This design comes from an exercise in tuning for small area, a short achievable clock period and few clock cycles per item on the open sky130 flow, not from production work.
Where RTL was checked, it was by simulation tests only, not by an equivalence proof against the original.
Power is estimated from default activity; no workload was simulated.

## echo_median_distance_filter_unit
module echo_median_distance_filter_unit #(
  parameter int WINDOW = 5
) (
  input  logic                 clk,
  input  logic                 rst,
  input  logic                 in_valid,
  output logic                 in_stall,
  input  logic [DUR_W-1:0]     echo_duration_us,
  output logic                 out_valid,
  input  logic                 out_stall,
  output logic [DIST_W-1:0]    distance_q8,
  output logic                 found,
  output logic [COUNT_W-1:0]   kept_count,
  input  logic                 cfg_valid,
  output logic                 cfg_ready,
  input  logic [CFG_IDX_W-1:0] cfg_index,
  input  logic [31:0]          cfg_data
);
Size: about 1200 cells after synthesis, ~200 flip-flops, ~0.011 sq mm of cells after synthesis.
clock: 7.0 ns
lec_check: 0
cap_margin: 20
core_margin: 2
core_utilization: 40
setup_slack_margin: 4.2
slew_margin: 20
standard.sh (not shown) runs the stock make flow with config.mk's settings and CLKGATE_MAP_FILE= SYNTH_SCRIPT=/design/flow/synth_recipe.tcl, a recipe that flattens the netlist after the stock synthesis.
==> flow/flow/run.sh <==
#!/bin/bash
# Standard layout (the standard.sh: standard synthesis, ORFS floorplan to finish), with
# one change: the port buffers are sky130_fd_sc_hd__buf_2 instead of the cell buffer_ports
# picks by default (clkdlybuf4s50_1, a delay cell). Every port still gets its buffer.
set -euo pipefail
bash standard.sh BUFFER_PORTS_ARGS="-buffer_cell sky130_fd_sc_hd__buf_2" finish > standard_flow.log 2>&1
The starting point went through all stages and came out clean.
Rerun with:
--- a/flow/design.v
+++ b/flow/design.v
@@ -160,14 +160,12 @@
   logic               in_acc;
   logic               ir_v;
   emdf_pkg::dur_t     ir_d;
   logic               ins;
   logic [2:0]         pos;
   logic [2:0]         kept;
-  logic [2:0]         kept_acc;
-  logic               keep_r;
   logic               keep;
   logic               win_full;
   emdf_pkg::dur_t     median;
   logic               xfer;
   logic               med_v;
   emdf_pkg::dur_t     med;
@@ -185,17 +183,12 @@
   logic               cout;
   logic [3:0]         low;
   logic [2:0]         res_count;
   logic               ir_v_next;
   logic               win_full_next;
   logic               med_v_next;
-  logic [2:0]         pos_next;
-  logic               phase4_next;
-  logic               xfer_next;
-  logic               win_full_2;
-  logic               med_v_2;
   function automatic logic dur_ge_gt(input logic [15:0] a, input logic [15:0] b,
                                      input logic ge);
     logic [15:0] g, l;
     logic [7:0]  g2, l2;
     logic [3:0]  g4, l4;
     logic [1:0]  g8, l8;
@@ -262,62 +255,53 @@
       end else begin
         limit <= {limit[14:0], (div_q || div_sat) && !min_zero};
       end
       lim_exact <= ((div_r2 == {1'b0, speed}) || (div_r2 == 13'd0)) && !div_sat && !min_zero;
     end
   end
-  assign ins = ir_v;
+  assign ins = ir_v && (!win_full || !med_v);
   always_ff @(posedge clk) begin
     if (rst) begin
       ir_v <= 1'b0;
     end else begin
       ir_v <= ir_v_next;
     end
   end
   always_ff @(posedge clk) begin
-    ir_d <= echo_duration_us;
+    if (in_acc) ir_d <= echo_duration_us;
   end
   assign keep = dur_ge_gt(ir_d, limit, lim_exact);
   assign xfer = win_full && !med_v;
   always_ff @(posedge clk) begin
     if (rst) begin
       pos      <= 3'd0;
       win_full <= 1'b0;
     end else begin
       win_full <= win_full_next;
-      pos      <= pos_next;
+      if (ins) pos <= (pos == 3'(WINDOW - 1)) ? 3'd0 : pos + 3'd1;
     end
   end
   always_ff @(posedge clk) begin
-    if (ins) begin
-      kept_acc <= (pos == 3'd0) ? 3'd0 : kept;
-      keep_r   <= keep;
-    end
+    if (ins) kept <= ((pos == 3'd0) ? 3'd0 : kept) + 3'(keep);
   end
-  assign kept = kept_acc + 3'(keep_r);
   emdf_chain u_chain (
     .clk  (clk),
     .acc  (ins),
     .pos  (pos),
     .x    (ir_d),
     .want ({kept == 3'd5, (kept == 3'd3) || (kept == 3'd4), (kept == 3'd1) || (kept == 3'd2)}),
     .pick (median)
   );
-  assign ir_v_next     = in_acc;
+  assign ir_v_next     = in_acc || (ir_v && !ins);
   assign win_full_next = (win_full && !xfer) || (ins && (pos == 3'(WINDOW - 1)));
   assign med_v_next    = xfer || (med_v && (phase != 3'd4));
-  assign pos_next      = ins ? ((pos == 3'(WINDOW - 1)) ? 3'd0 : pos + 3'd1) : pos;
-  assign phase4_next   = (phase == 3'd3);
-  assign xfer_next     = win_full_next && !med_v_next;
-  assign win_full_2    = (win_full_next && !xfer_next) || (ir_v_next && (pos_next == 3'(WINDOW - 1)));
-  assign med_v_2       = xfer_next || (med_v_next && !phase4_next);
   always_ff @(posedge clk) begin
     if (rst) begin
       in_stall <= 1'b0;
     end else begin
-      in_stall <= cfg_valid || (div_cnt > 5'd1) || (win_full_2 && med_v_2);
+      in_stall <= cfg_valid || (div_cnt > 5'd1) || (ir_v_next && win_full_next && med_v_next);
     end
   end
   always_ff @(posedge clk) begin
     if (rst) begin
       med_v <= 1'b0;
     end else begin
The new run produced a clean layout.
Via count came out higher by about 0.66%.
Power is higher by about 1.2%.
Combinational power is higher by about 2%.
Worst hold slack loses 6.8 ps.
Routed wire length drops by about 1.8%.
Maximum frequency is higher by about 2%.
Core utilization came out lower by 1.1 points.
First-iteration DRC count went up by 24%.
Sequential power barely changes.
Final area came out lower by 1.8%.
Clock skew shrinks by 6.8 ps.
Testbench counts after the change, summed over its fixed seeds: cycles 8,208, items 1,600.
The RTL of the first run of this note was laid out without a check of its function.

-- re-timing with driven ports --
No port has a modelled driver above. Below, the same layouts with a new extraction and two added sets of constraints.
Step 1 (the two cells are an assumption about what drives the block):
set clk [get_ports {clk}]
set_driving_cell -lib_cell sky130_fd_sc_hd__clkbuf_16 $clk
set_driving_cell -lib_cell sky130_fd_sc_hd__buf_2 [delete_from_list [all_inputs] $clk]
Step 2, shift: input delay + t, output delay - t, t = (earliest + latest rising clock arrival at the registers) / 2. This alone moves slack from input paths to output paths.
a / b / c = ideal ports / drivers / drivers and shift; a / b = the first two.
run | shift t [ns] | setup WS [ns] | worst setup path after step 2 | worst data-port slew with drivers (ns) | pins driven straight from the clock port
the first run | 0.494 | 4.198 / 4.198 / 3.960 | input to register | 0.06 | 1
the second run | 0.485 | 4.253 / 4.253 / 3.939 | input to register | 0.03 | 1
After both steps every run listed still meets setup and hold. The setup slack of the second run, which loses most, moves by 0.000 ns with the drivers and by -0.314 ns with both steps.
